Background: an optimization exercise with open tools, aiming at small area, a short achievable clock period and few clock cycles per item. Do not read the settings as production practice.
RTL that was checked went through simulation tests only; none was proved equivalent to the original.

Design matmul_engine, start of the top module:
module matmul_engine
#(
    parameter int DATA_WIDTH = matmul_pkg::DEF_DATA_WIDTH,
    parameter int BUS_WIDTH  = matmul_pkg::DEF_BUS_WIDTH,
    parameter int DIM        = matmul_pkg::DEF_DIM
) (
    input  logic                          clk_i,
    input  logic                          rst_i,
    input  logic                          start_i,
    input  logic                          mode_i,
    input  logic [DIM*DATA_WIDTH-1:0]     a_col_i,
    input  logic [DIM*DATA_WIDTH-1:0]     b_row_i,
    input  logic                          op_valid_i,
    output logic                          op_ready_o,
    input  logic [DIM*DIM*BUS_WIDTH-1:0]  c_i,
    output logic [DIM*DIM*BUS_WIDTH-1:0]  m_o,
    output logic [DIM*DIM-1:0]            flags_o,
    output logic                          busy_o,
    output logic                          done_o,
    output logic [$clog2(DIM+1)-1:0]      beat_cnt_o
);
export LEC_CHECK = 0
export CAP_MARGIN = 20
export CORE_MARGIN = 2
export CORE_UTILIZATION = 40
export SETUP_SLACK_MARGIN = 2.5
export SLEW_MARGIN = 20
create_clock -name core_clock -period 7.0 [get_ports {clk_i}]
standard.sh (not shown) runs the stock make flow with config.mk's settings and CLKGATE_MAP_FILE= SYNTH_SCRIPT=/design/flow/synth_recipe.tcl, a recipe that flattens the netlist after the stock synthesis.
==> flow/flow/run.sh <==
#!/bin/bash
# The standard layout with two changes to how it is made:
# - plain buf_1 cells as the input and output port buffers (every port still
#   gets its own buffer);
# - yosys synth without its internal "abc -fast" pre-mapping (-noabc), so
#   that the adder extraction sees the full-adder tree as written. Registers
#   and their names are the same as in the standard synthesis.
# The make output goes to standard.log; ORFS's per-step logs stay under
# orfs/logs/.
set -euo pipefail
export BUFFER_PORTS_ARGS="-buffer_cell sky130_fd_sc_hd__buf_1"
export SYNTH_ARGS="-noabc"
bash standard.sh > standard.log 2>&1
The first run produced a clean layout.
Testbench counts at the start, summed over its fixed seeds: cycles 8,008, items 1,600.
Then changed:
==> flow/flow/run.sh (replaced) <==
#!/bin/bash
# The standard layout, with plain buf_1 cells as the input and output port
# buffers (every port still gets its own buffer). The make output goes to
# standard.log; ORFS's per-step logs stay under orfs/logs/.
set -euo pipefail
export BUFFER_PORTS_ARGS="-buffer_cell sky130_fd_sc_hd__buf_1"
bash standard.sh > standard.log 2>&1
--- a/flow/config.mk
+++ b/flow/config.mk
@@ -9,4 +9,5 @@
 export CORE_MARGIN = 2
 export CORE_UTILIZATION = 40
-export SETUP_SLACK_MARGIN = 2.5
+export SETUP_SLACK_MARGIN = 2.3
 export SLEW_MARGIN = 20
+export TNS_END_PERCENT = 10
The new run went through all stages and came out clean.
Design area fell by 3.0%.
Cell count rose by 4.4%.
Register-to-register slack got worse by 0.24 ns.
Core utilization fell by 2.4 points.
Worst setup slack got worse by 0.22 ns.
Via count rose by 4.0%.
Routed wire length rose by 5.1%.
Then changed:
--- a/flow/config.mk
+++ b/flow/config.mk
@@ -9,5 +9,5 @@
 export CORE_MARGIN = 2
 export CORE_UTILIZATION = 40
-export SETUP_SLACK_MARGIN = 2.3
+export SETUP_SLACK_MARGIN = 2.6
 export SLEW_MARGIN = 20
 export TNS_END_PERCENT = 10
Result: The new run finished with timing, DRC and antenna clean. Critical path depth grows by 1. Clock-buffer cell count shrinks by 3. Routed wire length grows by a few percent.
Then changed:
==> flow/flow/run.sh (replaced) <==
#!/bin/bash
# The standard layout with two changes to how it is made:
# - plain buf_1 cells as the input and output port buffers (every port still
#   gets its own buffer);
# - yosys synth without its internal "abc -fast" pre-mapping (-noabc), so
#   that the adder extraction sees the full-adder tree as written. Registers
#   and their names are the same as in the standard synthesis.
# The make output goes to standard.log; ORFS's per-step logs stay under
# orfs/logs/.
set -euo pipefail
export BUFFER_PORTS_ARGS="-buffer_cell sky130_fd_sc_hd__buf_1"
export SYNTH_ARGS="-noabc"
bash standard.sh > standard.log 2>&1
--- a/flow/config.mk
+++ b/flow/config.mk
@@ -6,8 +6,8 @@
 export NUM_CORES = 4
 export LEC_CHECK = 0
+export ABC_AREA = 1
 export CAP_MARGIN = 20
 export CORE_MARGIN = 2
-export CORE_UTILIZATION = 40
+export CORE_UTILIZATION = 30
 export SETUP_SLACK_MARGIN = 2.6
 export SLEW_MARGIN = 20
-export TNS_END_PERCENT = 10
The new run passed the timing, design-rule and antenna checks.
Via count goes down by 2.6%.
Area after synthesis barely changes.
Clock skew went down by 0.023 ns.
Cell count went up by 13%.
Clock-buffer cell count goes up by 7.
Register-to-register slack gains 0.21 ns.
Worst setup slack improves by 0.26 ns.
Global-route usage drops by 7.3 points.
Non-clock buffer count fell by 222.

* * *

== job 4816 ==
matmul_engine again, from the RTL that the note above started with.
==> flow/design.v (excerpt) <==
module matmul_engine
#(
    parameter int DATA_WIDTH = matmul_pkg::DEF_DATA_WIDTH,
    parameter int BUS_WIDTH  = matmul_pkg::DEF_BUS_WIDTH,
    parameter int DIM        = matmul_pkg::DEF_DIM
) (
    input  logic                          clk_i,
    input  logic                          rst_i,
    input  logic                          start_i,
    input  logic                          mode_i,
    input  logic [DIM*DATA_WIDTH-1:0]     a_col_i,
    input  logic [DIM*DATA_WIDTH-1:0]     b_row_i,
    input  logic                          op_valid_i,
    output logic                          op_ready_o,
    input  logic [DIM*DIM*BUS_WIDTH-1:0]  c_i,
    output logic [DIM*DIM*BUS_WIDTH-1:0]  m_o,
    output logic [DIM*DIM-1:0]            flags_o,
    output logic                          busy_o,
    output logic                          done_o,
    output logic [$clog2(DIM+1)-1:0]      beat_cnt_o
);
    localparam int CW = $clog2(DIM + 1);
    logic          busy_q, done_q;
    logic [CW-1:0] beat_cnt_q;
    logic          start_ok, accept, last;
    assign start_ok = start_i && !busy_q && !rst_i;
    assign accept   = op_valid_i && busy_q && !rst_i;
    assign last     = (beat_cnt_q == CW'(DIM - 1));
    always_ff @(posedge clk_i) begin
        if (rst_i) begin
            busy_q     <= 1'b0;
            done_q     <= 1'b0;
            beat_cnt_q <= '0;
        end else begin
            done_q <= accept && last;
            if (start_ok) begin
                busy_q     <= 1'b1;
                beat_cnt_q <= '0;
            end else if (accept) begin
                beat_cnt_q <= beat_cnt_q + CW'(1);
                if (last) busy_q <= 1'b0;
            end
        end
    end
    assign op_ready_o = busy_q;
    assign busy_o     = busy_q;
    assign done_o     = done_q;
    assign beat_cnt_o = beat_cnt_q;
    logic [3:0] bo_one [DIM];
    logic [3:0] bo_two [DIM];
    logic [3:0] bo_neg [DIM];
    for (genvar j = 0; j < DIM; j++) begin : g_booth
        logic [DATA_WIDTH:0] bx;
  ...
clock: 7.0 ns
lec_check: 0
abc_area: 1
cap_margin: 20
core_margin: 2
core_utilization: 40
setup_slack_margin: 2.7
slew_margin: 20
==> flow/flow/run.sh <==
#!/bin/bash
# The standard layout with two changes to how it is made:
# - plain buf_1 cells as the input and output port buffers (every port still
#   gets its own buffer);
# - yosys synth without its internal "abc -fast" pre-mapping (-noabc), so
#   that the adder extraction sees the full-adder tree as written. Registers
#   and their names are the same as in the standard synthesis.
# The make output goes to standard.log; ORFS's per-step logs stay under
# orfs/logs/.
set -euo pipefail
export BUFFER_PORTS_ARGS="-buffer_cell sky130_fd_sc_hd__buf_1"
export SYNTH_ARGS="-noabc"
bash standard.sh > standard.log 2>&1
Testbench counts of job 4816, summed over its fixed seeds: cycles 8,008, items 1,600.
The inputs of job 6395 differ from those of job 4816 as listed below.
# job 4816
export LEC_CHECK = 0
export ABC_AREA = 1
export CAP_MARGIN = 20
export CORE_MARGIN = 2
export CORE_UTILIZATION = 40
export SETUP_SLACK_MARGIN = 2.7
export SLEW_MARGIN = 20
create_clock -name core_clock -period 7.0 [get_ports {clk_i}]
# job 6395
export LEC_CHECK = 0
export CAP_MARGIN = 20
export CORE_MARGIN = 2
export CORE_UTILIZATION = 40
export SETUP_SLACK_MARGIN = 2.3
export SLEW_MARGIN = 20
create_clock -name core_clock -period 7.0 [get_ports {clk_i}]
==> comparison <==
- Looking at the reports, job 6395 completed the entire flow and the layout it produced met the timing, design-rule and antenna checks.
- Job 4816: all stages complete, timing, DRC and antenna checks passed
- Going from job 4816 to job 6395, row count shrank slightly.
- Job 4816 -> job 6395: via count decreased by a little under 10%
- Looking at peak fanout along the critical path, job 6395 sits above job 4816.
- Worst slack on hold paths, job 6395 and job 4816: smaller value in job 4816
- Post-route minimum period delta for job 6395 relative to job 4816: 0.33 ns higher
- Compared with job 4816, mean cell area of the mapped netlist in job 6395 increased by more than 10%.
- Compared job 6395 vs job 4816, and layout multi-input combinational cell count is down in job 6395.
- Job 6395 vs. job 4816: tap cell count down 0.79%; wire length the detailed router placed on met1 down 4.9%.
- Run comparison: job 6395 start-to-end type of the worst setup path in -> reg; job 4816 start-to-end type of the worst setup path reg -> out
### job 6395 -> job 7977
# job 6395
export LEC_CHECK = 0
export CAP_MARGIN = 20
export CORE_MARGIN = 2
export CORE_UTILIZATION = 40
export SETUP_SLACK_MARGIN = 2.3
export SLEW_MARGIN = 20
create_clock -name core_clock -period 7.0 [get_ports {clk_i}]
# job 7977
export LEC_CHECK = 0
export CAP_MARGIN = 20
export CORE_MARGIN = 2
export CORE_UTILIZATION = 40
export SETUP_SLACK_MARGIN = 2.5
export SLEW_MARGIN = 20
create_clock -name core_clock -period 7.0 [get_ports {clk_i}]
==> flow/flow/run.sh <==
#!/bin/bash
# The standard layout, with plain buf_1 cells as the input and output port
# buffers (every port still gets its own buffer). The make output goes to
# standard.log; ORFS's per-step logs stay under orfs/logs/.
set -euo pipefail
export BUFFER_PORTS_ARGS="-buffer_cell sky130_fd_sc_hd__buf_1"
bash standard.sh > standard.log 2>&1
Summary — routed wire length, job 7977 relative to job 6395: higher, by 14%.
Job 7977 against job 6395; first-pass GRT wire length is up by a little under 10%.
Worst reg2reg path depth, job 6395 and job 7977: higher on job 7977
Multi-input logic area, job 7977 vs job 6395: up by a few percent
Measured against each other, job 6395 and job 7977 differ in fill cell total of the finished layout, the lower figure coming from job 7977.
Relative to job 6395, the die area measured on job 7977 has increased by a few percent.
#### Input delta (job 1178 over job 7977)
# job 7977
export LEC_CHECK = 0
export CAP_MARGIN = 20
export CORE_MARGIN = 2
export CORE_UTILIZATION = 40
export SETUP_SLACK_MARGIN = 2.5
export SLEW_MARGIN = 20
create_clock -name core_clock -period 7.0 [get_ports {clk_i}]
# job 1178
export LEC_CHECK = 0
export CAP_MARGIN = 20
export CORE_MARGIN = 2
export CORE_UTILIZATION = 40
export CTS_BUF_LIST = sky130_fd_sc_hd__clkbuf_8
export SETUP_SLACK_MARGIN = 2.3
export SLEW_MARGIN = 20
create_clock -name core_clock -period 7.0 [get_ports {clk_i}]
==> flow/flow/run.sh <==
#!/bin/bash
# The standard layout with two changes to how it is made:
# - plain buf_1 cells as the input and output port buffers (every port still
#   gets its own buffer);
# - yosys synth without its internal "abc -fast" pre-mapping (-noabc), so
#   that the adder extraction sees the full-adder tree as written. Registers
#   and their names are the same as in the standard synthesis.
# The make output goes to standard.log; ORFS's per-step logs stay under
# orfs/logs/.
set -euo pipefail
export BUFFER_PORTS_ARGS="-buffer_cell sky130_fd_sc_hd__buf_1"
export SYNTH_ARGS="-noabc"
bash standard.sh > standard.log 2>&1
Results
Compared to job 7977, job 1178 was floorplanned on a smaller die.
[compare] base=job 7977 new=job 1178: total number of nets in the final design fell by 6.9%, number of clock buffer instances in the layout increased by about 50% relative to the old numbers.
The most common cell after layout, fill and taps aside comes out buf_1 in one run and inv_1 in the other, namely in job 1178 and job 7977 respectively.
Changes in job 9317 relative to job 1178:
# job 1178
export LEC_CHECK = 0
export CAP_MARGIN = 20
export CORE_MARGIN = 2
export CORE_UTILIZATION = 40
export CTS_BUF_LIST = sky130_fd_sc_hd__clkbuf_8
export SETUP_SLACK_MARGIN = 2.3
export SLEW_MARGIN = 20
create_clock -name core_clock -period 7.0 [get_ports {clk_i}]
# job 9317
export LEC_CHECK = 0
export ABC_AREA = 1
export CAP_MARGIN = 20
export CORE_MARGIN = 2
export CORE_UTILIZATION = 40
export SETUP_SLACK_MARGIN = 2.3
export SLEW_MARGIN = 20
create_clock -name core_clock -period 7.0 [get_ports {clk_i}]
- The run with more routed wire is job 9317, not job 1178.
- Cell area | job 9317 vs job 1178 | job 9317 smaller
- Job 9317 ended up with g_row[2].g_col[0].u_pe.s_q[13]$_DFF_P_ as its end of the critical path; job 1178 ended up with flags_o[8].
- Largest driver fanout on the critical path was lower in the run labelled job 1178.
- Comparing job 1178 and job 9317, worst setup slack after layout is lower on job 9317.
- For the synthesized-area fraction occupied by and/or/nand/nor cells, job 9317 came in 13 points higher than job 1178 did.
[inputs] job 3092 vs job 9317
# job 9317
export LEC_CHECK = 0
export ABC_AREA = 1
export CAP_MARGIN = 20
export CORE_MARGIN = 2
export CORE_UTILIZATION = 40
export SETUP_SLACK_MARGIN = 2.3
export SLEW_MARGIN = 20
create_clock -name core_clock -period 7.0 [get_ports {clk_i}]
# job 3092
export LEC_CHECK = 0
export ABC_AREA = 1
export CAP_MARGIN = 20
export CORE_MARGIN = 2
export CORE_UTILIZATION = 40
export SETUP_SLACK_MARGIN = 2.9
export SLEW_MARGIN = 20
create_clock -name core_clock -period 7.0 [get_ports {clk_i}]
Findings:
Job 3092 was carried through to the last stage, and its layout satisfied the timing, design-rule and antenna checks. Going from job 9317 to job 3092, via count of the first global-routing pass increased 1.5%; fmax increased 14%; post-detailed-placement cell area increased 290 um2; number of nets in the layout increased 109; worst setup slack increased 0.60 ns. Placed instance count shrinks slightly when moving from job 9317 to job 3092. Measured against each other, job 3092 and job 9317 differ in routed length on met3, the lower figure coming from job 9317. Diff job 9317 -> job 3092: clock skew after layout fell by 0.0047 ns, post-cts sizing count rose by 202.

* * *

== v55 ==
matmul_engine, a different RTL version from the one above (not shown whole).
For scale: about 420 flip-flops.
clock: 7.0 ns
lec_check: 0
cap_margin: 20
core_margin: 2
core_utilization: 40
setup_slack_margin: 2.3
slew_margin: 20
==> flow/flow/run.sh <==
#!/bin/bash
# The standard layout with two changes to how it is made:
# - plain buf_1 cells as the input and output port buffers (every port still
#   gets its own buffer);
# - yosys synth without its internal "abc -fast" pre-mapping (-noabc), so
#   that the adder extraction sees the full-adder tree as written. Registers
#   and their names are the same as in the standard synthesis.
# The make output goes to standard.log; ORFS's per-step logs stay under
# orfs/logs/.
set -euo pipefail
export BUFFER_PORTS_ARGS="-buffer_cell sky130_fd_sc_hd__buf_1"
export SYNTH_ARGS="-noabc"
bash standard.sh > standard.log 2>&1
v55 completed end to end with timing, DRC and antenna clean.
For v24, these inputs were changed with respect to v55:
- SETUP_SLACK_MARGIN changed from 2.3 to 2.7
- ABC_AREA newly set to 1
Results
Starting DRC count in detailed routing went down by more than 10% going from v55 to v24.
Against v55 as the reference, v24 delivers a higher area added between synthesis and finish.
On core footprint, v24 and v55 are neck and neck.
Setup slack: v24 more than v55
Between v24 and v55, share of cell area taken by multi-input logic gates is higher for v55, v24 comes in under that.
Summary of v24 over v55: worst endpoint data arrival time went up, final design area excluding fillers went up, portion of the layout cell area used by clock cells did not really move.
Changes in v8 relative to v24:
- removing ABC_AREA (formerly 1)
- changing SETUP_SLACK_MARGIN from 2.7 to 2.3
==> flow/flow/run.sh <==
#!/bin/bash
# The standard layout, with plain buf_1 cells as the input and output port
# buffers (every port still gets its own buffer). The make output goes to
# standard.log; ORFS's per-step logs stay under orfs/logs/.
set -euo pipefail
export BUFFER_PORTS_ARGS="-buffer_cell sky130_fd_sc_hd__buf_1"
bash standard.sh > standard.log 2>&1
--- outcome ---
- Changes observed in v8 relative to v24: cell count down about 5%, synthesized cell count down about 7%, buffers inserted during post-CTS setup optimization up 37, routed length on met1 up 1.2%.
Setup changes, v8 to v27
- swapping 2.3 for 2.6 in SETUP_SLACK_MARGIN
==> results.txt <==
- v27: flow completed, timing, DRC and antenna clean
- The faster design of the two is v27; v8 tops out lower.
- v8 → v27: largest stage delay on the critical path lost 0.11 ns, share of flip-flops with an asynchronous set or reset essentially unchanged, number of non-clock buffers in the layout climbed 233.
- Looking at portion of the clock cycle consumed by the worst path in the final layout, v27 sits 0.61 points below v8.
- v27 vs v8 on worst setup slack: v27 is the higher one.
- Taking v8 as the reference, in v27 post-placement setup slack up 0.25 ns; post-detailed-placement half-perimeter wirelength shows an increase of 1.2%.
No run of this note included a check of the RTL's function; only the layout flow was run.

==> port drivers added, routing unchanged <==
No port has a modelled driver above. Below, the same layouts with a new extraction and two added sets of constraints.
Step 1 (the two cells are an assumption about what drives the block):
set clk [get_ports {clk_i}]
set_driving_cell -lib_cell sky130_fd_sc_hd__clkbuf_16 $clk
set_driving_cell -lib_cell sky130_fd_sc_hd__buf_2 [delete_from_list [all_inputs] $clk]
Step 2 times the ports against the registers' clock, not the clock port: input delays grow and output delays shrink by t, the midpoint of the rising clock arrivals with the driver on.
Slacks: no drivers / after step 1 / after step 2; pairs: no drivers / after step 1.
run | t (ns) | setup WS [ns] | worst setup path after step 2 | worst slew at a driven data input, ns
the first run of note 1 | 0.726 | 2.513 / 2.453 / 1.842 | input to register | 0.26
the second run of note 1 | 0.707 | 2.294 / 2.225 / 1.674 | input to register | 0.16
the third run of note 1 | 0.744 | 2.416 / 2.341 / 1.857 | input to register | 0.21
the fourth run of note 1 | 0.732 | 2.679 / 2.651 / 1.919 | input to register | 0.27
job 4816 | 0.736 | 2.721 / 2.647 / 2.022 | input to register | 0.19
job 6395 | 0.708 | 2.389 / 2.331 / 1.715 | input to register | 0.20
job 7977 | 0.727 | 2.464 / 2.390 / 1.797 | input to register | 0.18
job 1178 | 0.802 | 2.391 / 2.317 / 1.657 | input to register | 0.21
job 9317 | 0.703 | 2.298 / 2.324 / 1.621 | input to register | 0.25
job 3092 | 0.730 | 2.893 / 2.877 / 2.212 | input to register | 0.17
v55 | 0.728 | 2.364 / 2.290 / 1.707 | input to register | 0.16
v24 | 0.714 | 2.662 / 2.665 / 1.951 | input to register | 0.22
v8 | 0.726 | 2.318 / 2.259 / 1.636 | input to register | 0.18
v27 | 0.739 | 2.361 / 2.286 / 1.830 | input to register | 0.20
After both steps every run listed still meets setup and hold. The setup slack of the fourth run of note 1, which loses most, moves by -0.028 ns with the drivers and by -0.760 ns with both steps.
